Background: an optimization exercise with open tools, aiming at small area, a short achievable clock period and few clock cycles per item. Do not read the settings as production practice. Where RTL was checked, it was by simulation tests only, not by an equivalence proof against the original.

==> 03-19: inputs <==
==> flow/design.v <==
package gen_ctrl_pkg;
  typedef struct packed {
    logic [47:0] dst_mac;
    logic [31:0] dst_ip;
    logic [23:0] base_psn;
  } qp_ctx_t;
  typedef enum logic [2:0] {
    IDLE,
    SEND,
    READ,
    WRITE,
    DONE
  } gen_phase_e;
endpackage
package roce_hdr_pkg;
  typedef enum logic [7:0] {
    SEND      = 8'h04,
    READ_RESP = 8'h10,
    ACK       = 8'h11
  } frame_kind_e;
  typedef struct packed {
    logic [47:0] dst_mac;
    logic [47:0] src_mac;
    logic [15:0] ethertype;
  } eth_hdr_t;
  typedef struct packed {
    logic [7:0]  ver_ihl;
    logic [7:0]  tos;
    logic [15:0] total_len;
    logic [15:0] ident;
    logic [15:0] flags_frag;
    logic [7:0]  ttl;
    logic [7:0]  protocol;
    logic [15:0] checksum;
    logic [31:0] src_ip;
    logic [31:0] dst_ip;
  } ipv4_hdr_t;
  typedef struct packed {
    logic [15:0] src_port;
    logic [15:0] dst_port;
    logic [15:0] length;
    logic [15:0] checksum;
  } udp_hdr_t;
  typedef struct packed {
    logic [7:0]  opcode;
    logic [7:0]  flags;
    logic [15:0] pkey;
    logic [7:0]  rsvd0;
    logic [23:0] dst_qp;
    logic [7:0]  rsvd1;
    logic [23:0] psn;
  } bth_t;
  typedef struct packed {
    eth_hdr_t    eth;
    ipv4_hdr_t   ipv4;
    udp_hdr_t    udp;
    bth_t        bth;
    logic [31:0] aeth;
  } roce_hdr_t;
endpackage
module qp_context_table (
  input  logic                  core_clk,
  input  logic                  core_aresetn,
  input  logic                  we_i,
  input  logic [2-1:0]  wr_idx_i,
  input  gen_ctrl_pkg::qp_ctx_t wr_ctx_i,
  input  logic [2-1:0]  rd_idx_i,
  output gen_ctrl_pkg::qp_ctx_t rd_ctx_o
);
  localparam int CTX_W = 104;   
  logic [4*CTX_W-1:0] ctx_q;
  logic [4-1:0]       vld_q;
  for (genvar i = 0; i < 4; i++) begin : g_entry
    always_ff @(posedge core_clk) begin
      if (we_i && (wr_idx_i == 2'(i))) begin
        ctx_q[i*CTX_W +: CTX_W] <= wr_ctx_i;
      end
    end
    always_ff @(posedge core_clk or negedge core_aresetn) begin
      if (!core_aresetn) begin
        vld_q[i] <= 1'b0;
      end else if (we_i && (wr_idx_i == 2'(i))) begin
        vld_q[i] <= 1'b1;
      end
    end
  end
  assign rd_ctx_o = vld_q[rd_idx_i] ? ctx_q[rd_idx_i*CTX_W +: CTX_W] : '0;
endmodule
module roce_pkt_gen_top (
  input  logic                    core_clk,
  input  logic                    core_aresetn,
  input  logic                    start_i,
  input  logic [47:0]             src_mac_i,
  input  logic [31:0]             src_ip_i,
  input  logic                    cfg_we_i,
  input  logic [2-1:0]    cfg_qp_i,
  input  logic [47:0]             cfg_mac_i,
  input  logic [31:0]             cfg_ip_i,
  input  logic [23:0]             cfg_psn_i,
  input  logic [512-1:0]      wqe_tdata_i,
  input  logic                    wqe_tvalid_i,
  input  logic                    tx_tready_i,
  output logic [512-1:0]      tx_tdata_o,
  output logic [64-1:0]  tx_tkeep_o,
  output logic                    tx_tvalid_o,
  output logic                    tx_tlast_o,
  output logic                    post_rd_wqe_o,
  output logic                    post_wr_wqe_o,
  output logic                    send_done_o,
  output logic                    read_done_o,
  output logic                    write_done_o
);
  gen_ctrl_pkg::qp_ctx_t cfg_ctx;
  gen_ctrl_pkg::qp_ctx_t rd_ctx;
  logic [2-1:0]  rd_idx;
  assign cfg_ctx = {cfg_mac_i, cfg_ip_i, cfg_psn_i};
  qp_context_table i_qp_context_table (
    .core_clk     (core_clk),
    .core_aresetn (core_aresetn),
    .we_i         (cfg_we_i),
    .wr_idx_i     (cfg_qp_i),
    .wr_ctx_i     (cfg_ctx),
    .rd_idx_i     (rd_idx),
    .rd_ctx_o     (rd_ctx)
  );
  logic [15:0] sip_q;
  logic [16:0] sip_s;
  assign sip_s = 17'(src_ip_i[31:16]) + 17'(src_ip_i[15:0]);
  always_ff @(posedge core_clk) begin
    sip_q <= sip_s[15:0] + 16'(sip_s[16]);
  end
  logic        started_q;
  logic        tvalid_q;
  logic        last_q;      
  logic [4:0]  fcnt_q;      
  logic [2:0]  beat_q;      
  logic [4:0]  nf_q;        
  logic [4:0]  rcnt_q;      
  logic        pend_q;      
  logic        dfull_q;     
  logic        post_rd_q;
  logic        post_wr_q;
  logic [23:0] dqp_q;
  logic [23:0] dpsn_q;
  logic cur_send, cur_read, accept, ld, same;
  assign cur_send = ~fcnt_q[4] & ~fcnt_q[3];
  assign cur_read = ~fcnt_q[4] &  fcnt_q[3];
  assign accept   = tvalid_q & tx_tready_i;
  assign ld       = ~tvalid_q | tx_tready_i;    
  assign same     = tvalid_q & ~last_q;         
  logic n_send, n_read, n_ok, start_frame;
  assign n_send      = ~nf_q[4] & ~nf_q[3];
  assign n_read      = ~nf_q[4] &  nf_q[3];
  assign n_ok        = started_q & ~(nf_q[4] & nf_q[3]) & (n_send | dfull_q);
  assign start_frame = ld & ~same & n_ok;
  logic       tvalid_d;
  logic [4:0] nf_d;
  assign tvalid_d = ~ld | same | n_ok;
  assign nf_d     = nf_q + 5'(start_frame);
  logic arrive, dfull_d, pend_n, can_req;
  assign arrive  = wqe_tvalid_i & pend_q;
  assign dfull_d = arrive | (dfull_q & ~(start_frame & ~n_send));
  assign pend_n  = pend_q & ~arrive;
  assign can_req = started_q & ~rcnt_q[4] & ~pend_n &
                   (~dfull_d | (~tvalid_d & (nf_d[4] | nf_d[3])));
  logic       k_send, k_read, k_last;
  logic [2:0] k_idx;
  logic [2:0] k_beat;
  assign k_send = same ? cur_send : n_send;
  assign k_read = same ? cur_read : n_read;
  assign k_idx  = same ? fcnt_q[2:0] : nf_q[2:0];
  assign k_beat = same ? beat_q + 3'd1 : 3'd0;
  assign k_last = same ? (cur_send ? (k_beat == 3'd2) : (k_beat == 3'd4)) : ~n_send & ~n_read;
  always_ff @(posedge core_clk or negedge core_aresetn) begin
    if (!core_aresetn) begin
      started_q <= 1'b0;
      tvalid_q  <= 1'b0;
      last_q    <= 1'b0;
      fcnt_q    <= '0;
      beat_q    <= '0;
      nf_q      <= '0;
      rcnt_q    <= '0;
      pend_q    <= 1'b0;
      dfull_q   <= 1'b0;
      post_rd_q <= 1'b0;
      post_wr_q <= 1'b0;
    end else begin
      started_q <= started_q | start_i;
      tvalid_q  <= tvalid_d;
      if (ld) begin
        last_q <= k_last;
      end
      if (accept) begin
        fcnt_q <= fcnt_q + 5'(last_q);
        beat_q <= last_q ? 3'd0 : beat_q + 3'd1;
      end
      nf_q      <= nf_d;
      rcnt_q    <= rcnt_q + 5'(can_req);
      pend_q    <= pend_n | can_req;
      dfull_q   <= dfull_d;
      post_rd_q <= can_req & ~rcnt_q[3];
      post_wr_q <= can_req &  rcnt_q[3];
    end
  end
  always_ff @(posedge core_clk) begin
    if (arrive) begin
      dqp_q  <= {wqe_tdata_i[47*8 +: 8],
                 wqe_tdata_i[(47+1)*8 +: 8],
                 wqe_tdata_i[(47+2)*8 +: 8]};
      dpsn_q <= {wqe_tdata_i[51*8 +: 8],
                 wqe_tdata_i[(51+1)*8 +: 8],
                 wqe_tdata_i[(51+2)*8 +: 8]};
    end
  end
  assign rd_idx = n_send ? nf_q[1:0] : dqp_q[1:0];
  logic [15:0] csum_k;
  logic [17:0] csum_s;
  logic [16:0] csum_f;
  logic [15:0] csum;
  assign csum_k = n_send ? 16'h959b : n_read ? 16'h964f : 16'h954f;
  assign csum_s = 18'(csum_k) + 18'(sip_q) + 18'(rd_ctx.dst_ip[31:16]) + 18'(rd_ctx.dst_ip[15:0]);
  assign csum_f = 17'(csum_s[15:0]) + 17'(csum_s[17:16]);
  assign csum   = ~(csum_f[15:0] + 16'(csum_f[16]));
  logic [15:0]  ip_len;
  logic [7:0]   opcode;
  logic [23:0]  h_qp;
  logic [23:0]  h_psn;
  logic [431:0] hdr_be;    
  assign ip_len = n_send ? 16'd124 : n_read ? 16'd304 : 16'd48;
  assign opcode = n_send ? 8'h04 : n_read ? 8'h10 : 8'h11;
  assign h_qp   = n_send ? 24'(nf_q[1:0]) : dqp_q;
  assign h_psn  = n_send ? rd_ctx.base_psn + 24'(nf_q[2:0]) : dpsn_q;
  assign hdr_be = {rd_ctx.dst_mac, src_mac_i, 16'h0800,
                   8'h45, 8'hb8, ip_len, 16'h5555, 16'h4000, 8'hba, 8'h11, csum,
                   src_ip_i, rd_ctx.dst_ip,
                   16'h6851, 16'h12b7, 16'(ip_len - 16'd20), 16'h0000,
                   opcode, 8'h30, 16'h666f, 8'h05, h_qp, 8'h00, h_psn};
  logic [7:0]           pay;
  logic [512-1:0]   tdata_d;
  logic [512-1:0]   tdata_q;
  logic [2:0]           keep_d;
  logic [2:0]           keep_q;
  assign pay = {3'b000, k_read, 4'(k_idx) + 4'd1};
  for (genvar j = 0; j < 64; j++) begin : g_lane
    if (j < 54) begin : g_hdr
      assign tdata_d[j*8 +: 8] = same ? pay : hdr_be[(53-j)*8 +: 8];
    end else if (j < 58) begin : g_aeth
      assign tdata_d[j*8 +: 8] = (~same & ~k_send) ? 8'h00 : pay;
    end else if (j < 62) begin : g_icrc
      assign tdata_d[j*8 +: 8] = (k_read & (k_beat == 3'd4)) ? 8'h00 : pay;
    end else begin : g_pay
      assign tdata_d[j*8 +: 8] = pay;
    end
  end
  assign keep_d = {~k_last, ~(k_last & ~k_read), ~(k_last & k_send)};
  always_ff @(posedge core_clk) begin
    if (ld) begin
      tdata_q <= tdata_d;
      keep_q  <= keep_d;
    end
  end
  assign tx_tdata_o    = tdata_q;
  assign tx_tkeep_o    = {{2{keep_q[2]}}, {4{keep_q[1]}}, {52{keep_q[0]}}, 6'h3f};
  assign tx_tlast_o    = last_q;
  assign tx_tvalid_o   = tvalid_q;
  assign post_rd_wqe_o = post_rd_q;
  assign post_wr_wqe_o = post_wr_q;
  assign send_done_o   = fcnt_q[4] | fcnt_q[3];
  assign read_done_o   = fcnt_q[4];
  assign write_done_o  = fcnt_q[4] & fcnt_q[3];
endmodule
==> flow/run.sh <==
#!/bin/bash
# synth_recipe.tcl (not shown) runs the flow's synth.tcl, then flattens the netlist and writes it again
# the make line also repeats each setting of config.mk as NAME=value (left out here)
make -C /OpenROAD-flow-scripts/flow DESIGN_CONFIG=/design/flow/config.mk WORK_HOME=/design/flow/orfs CLKGATE_MAP_FILE= SYNTH_SCRIPT=/design/flow/synth_recipe.tcl finish
==> flow/config.mk <==
export PLATFORM = sky130hd
export DESIGN_NAME = roce_pkt_gen_top
export DESIGN_NICKNAME = roce_pkt_gen_top
export VERILOG_FILES = /design/flow/design.v
export SDC_FILE = /design/flow/constraint.sdc
export NUM_CORES = 4
export LEC_CHECK = 0
export CAP_MARGIN = 20
export CORE_AREA = 10 10 450 450
export DIE_AREA = 0 0 460 460
export SETUP_SLACK_MARGIN = 5
export SLEW_MARGIN = 20
==> flow/constraint.sdc <==
create_clock -name core_clock -period 10.0 [get_ports {core_clk}]
set_input_delay 2.0000 -clock core_clock [delete_from_list [all_inputs] [get_ports {core_clk}]]
set_output_delay 2.0000 -clock core_clock [all_outputs]
set_load 0.01 [all_outputs]
==> inputs of 05-27, as changes to 03-19 <==
--- a/flow/design.v
+++ b/flow/design.v
@@ -60,30 +60,27 @@
 endpackage
 module qp_context_table (
-  input  logic                  core_clk,
-  input  logic                  core_aresetn,
-  input  logic                  we_i,
-  input  logic [2-1:0]  wr_idx_i,
-  input  gen_ctrl_pkg::qp_ctx_t wr_ctx_i,
-  input  logic [2-1:0]  rd_idx_i,
-  output gen_ctrl_pkg::qp_ctx_t rd_ctx_o
+  input  logic                     core_clk,
+  input  logic                     core_aresetn,
+  input  logic                     we_i,
+  input  logic [2-1:0]     wr_idx_i,
+  input  gen_ctrl_pkg::qp_ctx_t    wr_ctx_i,
+  output logic [4-1:0]     vld_o,
+  output logic [4*104-1:0] ctx_o
 );
   localparam int CTX_W = 104;   
-  logic [4*CTX_W-1:0] ctx_q;
-  logic [4-1:0]       vld_q;
   for (genvar i = 0; i < 4; i++) begin : g_entry
     always_ff @(posedge core_clk) begin
       if (we_i && (wr_idx_i == 2'(i))) begin
-        ctx_q[i*CTX_W +: CTX_W] <= wr_ctx_i;
+        ctx_o[i*CTX_W +: CTX_W] <= wr_ctx_i;
       end
     end
     always_ff @(posedge core_clk or negedge core_aresetn) begin
       if (!core_aresetn) begin
-        vld_q[i] <= 1'b0;
+        vld_o[i] <= 1'b0;
       end else if (we_i && (wr_idx_i == 2'(i))) begin
-        vld_q[i] <= 1'b1;
+        vld_o[i] <= 1'b1;
       end
     end
   end
-  assign rd_ctx_o = vld_q[rd_idx_i] ? ctx_q[rd_idx_i*CTX_W +: CTX_W] : '0;
 endmodule
 module roce_pkt_gen_top (
@@ -111,7 +108,48 @@
   output logic                    write_done_o
 );
+  function automatic logic [15:0] oc_add(input logic [15:0] a, input logic [15:0] b);
+    logic [15:0] p, g, gp, pp, gn, pn;
+    logic [15:0] c;
+    p  = a ^ b;
+    g  = a & b;
+    gp = g;
+    pp = p;
+    for (int d = 1; d < 16; d = d * 2) begin
+      gn = gp;
+      pn = pp;
+      for (int i = d; i < 16; i++) begin
+        gn[i] = gp[i] | (pp[i] & gp[i-d]);
+        pn[i] = pp[i] & pp[i-d];
+      end
+      gp = gn;
+      pp = pn;
+    end
+    c[0] = gp[15];
+    for (int i = 1; i < 16; i++) begin
+      c[i] = gp[i-1] | (pp[i-1] & gp[15]);
+    end
+    oc_add = p ^ c;
+  endfunction
+  function automatic logic [23:0] add24(input logic [23:0] a, input logic [23:0] b);
+    logic [23:0] p, g, gp, pp, gn, pn;
+    p  = a ^ b;
+    g  = a & b;
+    gp = g;
+    pp = p;
+    for (int d = 1; d < 24; d = d * 2) begin
+      gn = gp;
+      pn = pp;
+      for (int i = d; i < 24; i++) begin
+        gn[i] = gp[i] | (pp[i] & gp[i-d]);
+        pn[i] = pp[i] & pp[i-d];
+      end
+      gp = gn;
+      pp = pn;
+    end
+    add24 = p ^ {gp[22:0], 1'b0};
+  endfunction
+  logic [3:0]            tbl_vld;
+  logic [4*104-1:0]      tbl_ctx;
   gen_ctrl_pkg::qp_ctx_t cfg_ctx;
-  gen_ctrl_pkg::qp_ctx_t rd_ctx;
-  logic [2-1:0]  rd_idx;
   assign cfg_ctx = {cfg_mac_i, cfg_ip_i, cfg_psn_i};
   qp_context_table i_qp_context_table (
@@ -121,13 +159,7 @@
     .wr_idx_i     (cfg_qp_i),
     .wr_ctx_i     (cfg_ctx),
-    .rd_idx_i     (rd_idx),
-    .rd_ctx_o     (rd_ctx)
+    .vld_o        (tbl_vld),
+    .ctx_o        (tbl_ctx)
   );
-  logic [15:0] sip_q;
-  logic [16:0] sip_s;
-  assign sip_s = 17'(src_ip_i[31:16]) + 17'(src_ip_i[15:0]);
-  always_ff @(posedge core_clk) begin
-    sip_q <= sip_s[15:0] + 16'(sip_s[16]);
-  end
   logic        started_q;
   logic        tvalid_q;
@@ -152,5 +184,5 @@
   assign n_send      = ~nf_q[4] & ~nf_q[3];
   assign n_read      = ~nf_q[4] &  nf_q[3];
-  assign n_ok        = started_q & ~(nf_q[4] & nf_q[3]) & (n_send | dfull_q);
+  assign n_ok        = started_q & ks_ok_q & ~(nf_q[4] & nf_q[3]) & (n_send | dfull_q);
   assign start_frame = ld & ~same & n_ok;
   logic       tvalid_d;
@@ -213,13 +245,44 @@
     end
   end
-  assign rd_idx = n_send ? nf_q[1:0] : dqp_q[1:0];
-  logic [15:0] csum_k;
-  logic [17:0] csum_s;
-  logic [16:0] csum_f;
+  logic [1:0] dsel;
+  logic [1:0] sel0, sel1;
+  logic [3:0] soh_q;
+  assign dsel = arrive ? wqe_tdata_i[(47+2)*8 +: 2] : dqp_q[1:0];
+  assign sel0 = n_send ? nf_q[1:0] : dsel;
+  assign sel1 = (nf_q[4:3] == 2'b00 && nf_q[2:0] != 3'd7) ? nf_q[1:0] + 2'd1 : dsel;
+  always_ff @(posedge core_clk) begin
+    for (int e = 0; e < 4; e++) begin
+      soh_q[e] <= tbl_vld[e] & ((start_frame ? sel1 : sel0) == 2'(e));
+    end
+  end
+  gen_ctrl_pkg::qp_ctx_t rd_ctx;
+  always_comb begin
+    rd_ctx = '0;
+    for (int e = 0; e < 4; e++) begin
+      rd_ctx = rd_ctx | ({104{soh_q[e]}} & tbl_ctx[e*104 +: 104]);
+    end
+  end
+  logic [15:0] csum_k, cs_x, cs_c;
+  logic [15:0] sip_q, ks_q;
+  logic        sip_ok_q, ks_ok_q;
   logic [15:0] csum;
   assign csum_k = n_send ? 16'h959b : n_read ? 16'h964f : 16'h954f;
-  assign csum_s = 18'(csum_k) + 18'(sip_q) + 18'(rd_ctx.dst_ip[31:16]) + 18'(rd_ctx.dst_ip[15:0]);
-  assign csum_f = 17'(csum_s[15:0]) + 17'(csum_s[17:16]);
-  assign csum   = ~(csum_f[15:0] + 16'(csum_f[16]));
+  always_ff @(posedge core_clk) begin
+    sip_q <= oc_add(src_ip_i[31:16], src_ip_i[15:0]);
+    ks_q  <= oc_add(csum_k, sip_q);
+  end
+  always_ff @(posedge core_clk or negedge core_aresetn) begin
+    if (!core_aresetn) begin
+      sip_ok_q <= 1'b0;
+      ks_ok_q  <= 1'b0;
+    end else begin
+      sip_ok_q <= 1'b1;
+      ks_ok_q  <= sip_ok_q;
+    end
+  end
+  assign cs_x = ks_q ^ rd_ctx.dst_ip[31:16] ^ rd_ctx.dst_ip[15:0];
+  assign cs_c = (ks_q & rd_ctx.dst_ip[31:16]) | (ks_q & rd_ctx.dst_ip[15:0]) |
+                (rd_ctx.dst_ip[31:16] & rd_ctx.dst_ip[15:0]);
+  assign csum = ~oc_add(cs_x, {cs_c[14:0], cs_c[15]});
   logic [15:0]  ip_len;
   logic [7:0]   opcode;
@@ -230,5 +293,5 @@
   assign opcode = n_send ? 8'h04 : n_read ? 8'h10 : 8'h11;
   assign h_qp   = n_send ? 24'(nf_q[1:0]) : dqp_q;
-  assign h_psn  = n_send ? rd_ctx.base_psn + 24'(nf_q[2:0]) : dpsn_q;
+  assign h_psn  = n_send ? add24(rd_ctx.base_psn, 24'(nf_q[2:0])) : dpsn_q;
   assign hdr_be = {rd_ctx.dst_mac, src_mac_i, 16'h0800,
                    8'h45, 8'hb8, ip_len, 16'h5555, 16'h4000, 8'hba, 8'h11, csum,
==> flow/flow/run.sh (new file) <==
#!/bin/bash
# Standard ORFS layout, with a larger setup margin for repair_timing and
# the smallest buffer on the ports.
set -euo pipefail
export SETUP_SLACK_MARGIN=6.5
export BUFFER_PORTS_ARGS="-buffer_cell sky130_fd_sc_hd__buf_1"
bash standard.sh > flow_standard.log 2>&1
==> flow/standard.sh (new file) <==
#!/bin/bash
# synth_recipe.tcl (not shown) runs the flow's synth.tcl, then flattens the netlist and writes it again
# the make line also repeats each setting of config.mk as NAME=value (left out here)
make -C /OpenROAD-flow-scripts/flow DESIGN_CONFIG=/design/flow/config.mk WORK_HOME=/design/flow/orfs CLKGATE_MAP_FILE= SYNTH_SCRIPT=/design/flow/synth_recipe.tcl "${@:-finish}"
--- a/flow/config.mk
+++ b/flow/config.mk
@@ -9,4 +9,3 @@
 export CORE_AREA = 10 10 450 450
 export DIE_AREA = 0 0 460 460
-export SETUP_SLACK_MARGIN = 5
 export SLEW_MARGIN = 20
removed: flow/run.sh
==> inputs of 02-04, as changes to 03-19 <==
--- a/flow/design.v
+++ b/flow/design.v
@@ -60,30 +60,27 @@
 endpackage
 module qp_context_table (
-  input  logic                  core_clk,
-  input  logic                  core_aresetn,
-  input  logic                  we_i,
-  input  logic [2-1:0]  wr_idx_i,
-  input  gen_ctrl_pkg::qp_ctx_t wr_ctx_i,
-  input  logic [2-1:0]  rd_idx_i,
-  output gen_ctrl_pkg::qp_ctx_t rd_ctx_o
+  input  logic                     core_clk,
+  input  logic                     core_aresetn,
+  input  logic                     we_i,
+  input  logic [2-1:0]     wr_idx_i,
+  input  gen_ctrl_pkg::qp_ctx_t    wr_ctx_i,
+  output logic [4-1:0]     vld_o,
+  output logic [4*104-1:0] ctx_o
 );
   localparam int CTX_W = 104;   
-  logic [4*CTX_W-1:0] ctx_q;
-  logic [4-1:0]       vld_q;
   for (genvar i = 0; i < 4; i++) begin : g_entry
     always_ff @(posedge core_clk) begin
       if (we_i && (wr_idx_i == 2'(i))) begin
-        ctx_q[i*CTX_W +: CTX_W] <= wr_ctx_i;
+        ctx_o[i*CTX_W +: CTX_W] <= wr_ctx_i;
       end
     end
     always_ff @(posedge core_clk or negedge core_aresetn) begin
       if (!core_aresetn) begin
-        vld_q[i] <= 1'b0;
+        vld_o[i] <= 1'b0;
       end else if (we_i && (wr_idx_i == 2'(i))) begin
-        vld_q[i] <= 1'b1;
-      end
-    end
-  end
-  assign rd_ctx_o = vld_q[rd_idx_i] ? ctx_q[rd_idx_i*CTX_W +: CTX_W] : '0;
+        vld_o[i] <= 1'b1;
+      end
+    end
+  end
 endmodule
 module roce_pkt_gen_top (
@@ -111,7 +108,48 @@
   output logic                    write_done_o
 );
+  function automatic logic [15:0] oc_add(input logic [15:0] a, input logic [15:0] b);
+    logic [15:0] p, g, gp, pp, gn, pn;
+    logic [15:0] c;
+    p  = a ^ b;
+    g  = a & b;
+    gp = g;
+    pp = p;
+    for (int d = 1; d < 16; d = d * 2) begin
+      gn = gp;
+      pn = pp;
+      for (int i = d; i < 16; i++) begin
+        gn[i] = gp[i] | (pp[i] & gp[i-d]);
+        pn[i] = pp[i] & pp[i-d];
+      end
+      gp = gn;
+      pp = pn;
+    end
+    c[0] = gp[15];
+    for (int i = 1; i < 16; i++) begin
+      c[i] = gp[i-1] | (pp[i-1] & gp[15]);
+    end
+    oc_add = p ^ c;
+  endfunction
+  function automatic logic [23:0] add24(input logic [23:0] a, input logic [23:0] b);
+    logic [23:0] p, g, gp, pp, gn, pn;
+    p  = a ^ b;
+    g  = a & b;
+    gp = g;
+    pp = p;
+    for (int d = 1; d < 24; d = d * 2) begin
+      gn = gp;
+      pn = pp;
+      for (int i = d; i < 24; i++) begin
+        gn[i] = gp[i] | (pp[i] & gp[i-d]);
+        pn[i] = pp[i] & pp[i-d];
+      end
+      gp = gn;
+      pp = pn;
+    end
+    add24 = p ^ {gp[22:0], 1'b0};
+  endfunction
+  logic [3:0]            tbl_vld;
+  logic [4*104-1:0]      tbl_ctx;
   gen_ctrl_pkg::qp_ctx_t cfg_ctx;
-  gen_ctrl_pkg::qp_ctx_t rd_ctx;
-  logic [2-1:0]  rd_idx;
   assign cfg_ctx = {cfg_mac_i, cfg_ip_i, cfg_psn_i};
   qp_context_table i_qp_context_table (
@@ -121,13 +159,7 @@
     .wr_idx_i     (cfg_qp_i),
     .wr_ctx_i     (cfg_ctx),
-    .rd_idx_i     (rd_idx),
-    .rd_ctx_o     (rd_ctx)
+    .vld_o        (tbl_vld),
+    .ctx_o        (tbl_ctx)
   );
-  logic [15:0] sip_q;
-  logic [16:0] sip_s;
-  assign sip_s = 17'(src_ip_i[31:16]) + 17'(src_ip_i[15:0]);
-  always_ff @(posedge core_clk) begin
-    sip_q <= sip_s[15:0] + 16'(sip_s[16]);
-  end
   logic        started_q;
   logic        tvalid_q;
@@ -213,13 +245,36 @@
     end
   end
-  assign rd_idx = n_send ? nf_q[1:0] : dqp_q[1:0];
-  logic [15:0] csum_k;
-  logic [17:0] csum_s;
-  logic [16:0] csum_f;
+  logic [1:0] dsel;
+  logic [1:0] sel0, sel1;
+  logic [3:0] soh_q;
+  assign dsel = arrive ? wqe_tdata_i[(47+2)*8 +: 2] : dqp_q[1:0];
+  assign sel0 = n_send ? nf_q[1:0] : dsel;
+  assign sel1 = (nf_q[4:3] == 2'b00 && nf_q[2:0] != 3'd7) ? nf_q[1:0] + 2'd1 : dsel;
+  always_ff @(posedge core_clk) begin
+    for (int e = 0; e < 4; e++) begin
+      soh_q[e] <= tbl_vld[e] & ((start_frame ? sel1 : sel0) == 2'(e));
+    end
+  end
+  gen_ctrl_pkg::qp_ctx_t rd_ctx;
+  always_comb begin
+    rd_ctx = '0;
+    for (int e = 0; e < 4; e++) begin
+      rd_ctx = rd_ctx | ({104{soh_q[e]}} & tbl_ctx[e*104 +: 104]);
+    end
+  end
+  logic [15:0] csum_k, ks_x, ks_c, cs_x, cs_c;
+  logic [15:0] ks_q;
   logic [15:0] csum;
   assign csum_k = n_send ? 16'h959b : n_read ? 16'h964f : 16'h954f;
-  assign csum_s = 18'(csum_k) + 18'(sip_q) + 18'(rd_ctx.dst_ip[31:16]) + 18'(rd_ctx.dst_ip[15:0]);
-  assign csum_f = 17'(csum_s[15:0]) + 17'(csum_s[17:16]);
-  assign csum   = ~(csum_f[15:0] + 16'(csum_f[16]));
+  assign ks_x = csum_k ^ src_ip_i[31:16] ^ src_ip_i[15:0];
+  assign ks_c = (csum_k & src_ip_i[31:16]) | (csum_k & src_ip_i[15:0]) |
+                (src_ip_i[31:16] & src_ip_i[15:0]);
+  always_ff @(posedge core_clk) begin
+    ks_q <= oc_add(ks_x, {ks_c[14:0], ks_c[15]});
+  end
+  assign cs_x = ks_q ^ rd_ctx.dst_ip[31:16] ^ rd_ctx.dst_ip[15:0];
+  assign cs_c = (ks_q & rd_ctx.dst_ip[31:16]) | (ks_q & rd_ctx.dst_ip[15:0]) |
+                (rd_ctx.dst_ip[31:16] & rd_ctx.dst_ip[15:0]);
+  assign csum = ~oc_add(cs_x, {cs_c[14:0], cs_c[15]});
   logic [15:0]  ip_len;
   logic [7:0]   opcode;
@@ -230,5 +285,5 @@
   assign opcode = n_send ? 8'h04 : n_read ? 8'h10 : 8'h11;
   assign h_qp   = n_send ? 24'(nf_q[1:0]) : dqp_q;
-  assign h_psn  = n_send ? rd_ctx.base_psn + 24'(nf_q[2:0]) : dpsn_q;
+  assign h_psn  = n_send ? add24(rd_ctx.base_psn, 24'(nf_q[2:0])) : dpsn_q;
   assign hdr_be = {rd_ctx.dst_mac, src_mac_i, 16'h0800,
                    8'h45, 8'hb8, ip_len, 16'h5555, 16'h4000, 8'hba, 8'h11, csum,
==> results_dict.tcl <==
set metrics [dict create \
    seq_share_pct 52.6 \
    antenna_found_initial 90 \
    rr_startpoint "soh_q[0]" \
    fin_skew_ns 0.0559 \
    final-nonclk-buf-share_pct 12.2 \
    postLayoutSetupSlackWorst_ns 6.03 \
    drt-met1-wl_um 49000 \
    outcome "complete, no violations" \
    slowest_stage "fa_1" \
    final_common_cell "edfxtp_1" \
    grtUsageMet2_pct 22.2 \
]
That was 05-27.
==> results_dict.tcl <==
set metrics [dict create \
    outcome "complete, no violations" \
    rr_startpoint "soh_q[1]" \
    final_common_cell "clkdlybuf4s50_1" \
    ios 1287 \
    seq_share_pct 51.7 \
    grtUsageMet2_pct 20.8 \
    drt-met1-wl_um 44500 \
    antenna_found_initial 100 \
    postLayoutSetupSlackWorst_ns 5.11 \
    fin_skew_ns 0.0208 \
    inv_count 104 \
    slowest_stage "fa_1" \
]
That was 02-04.
==> results_dict.tcl <==
set metrics [dict create \
    outcome "complete, no violations" \
    slowest_stage "fa_2" \
    rr_startpoint "nf_q[3]" \
    fin_skew_ns 0.0196 \
    drt-met1-wl_um 48900 \
    grtUsageMet2_pct 19.7 \
    final_common_cell "clkdlybuf4s50_1" \
    min_to "rcnt_q[4]" \
]
That was 03-19.
Testbench counts of 05-27, summed over its fixed seeds: cycles 2,987, frames 768.
No functional check of the RTL was part of 03-19 and 02-04.

-- separate check: timing with driven ports --
In the flow no input, the clock included, has a driving cell. The finished layouts below were timed again as built, in two steps.
Step 1 sets driving cells, clkbuf_16 on the clock port and buf_2 on the other inputs (assumed; they add their load-dependent delay and slew).
Step 2, shift: input delay + t, output delay - t, t = (earliest + latest rising clock arrival at the registers) / 2. This alone moves slack from input paths to output paths.
Slacks: no drivers / after step 1 / after step 2; pairs: no drivers / after step 1.
| run | t, ns | slack for setup (ns) | hold WS [ns] | slew at the worst register clock pin (ns) |
|---|---|---|---|---|
| 03-19 | 0.774 | 1.826 / 1.826 / 1.826 | 0.480 / 0.480 / 0.480 | 0.07 / 0.07 |
| 05-27 | 0.773 | 6.032 / 6.032 / 5.616 | 0.352 / 0.352 / 0.352 | 0.07 / 0.07 |
| 02-04 | 0.782 | 5.107 / 5.092 / 4.309 | 0.461 / 0.461 / 0.461 | 0.07 / 0.07 |
After both steps every run listed still meets setup and hold. The setup slack of 02-04, which loses most, moves by -0.015 ns with the drivers and by -0.798 ns with both steps.
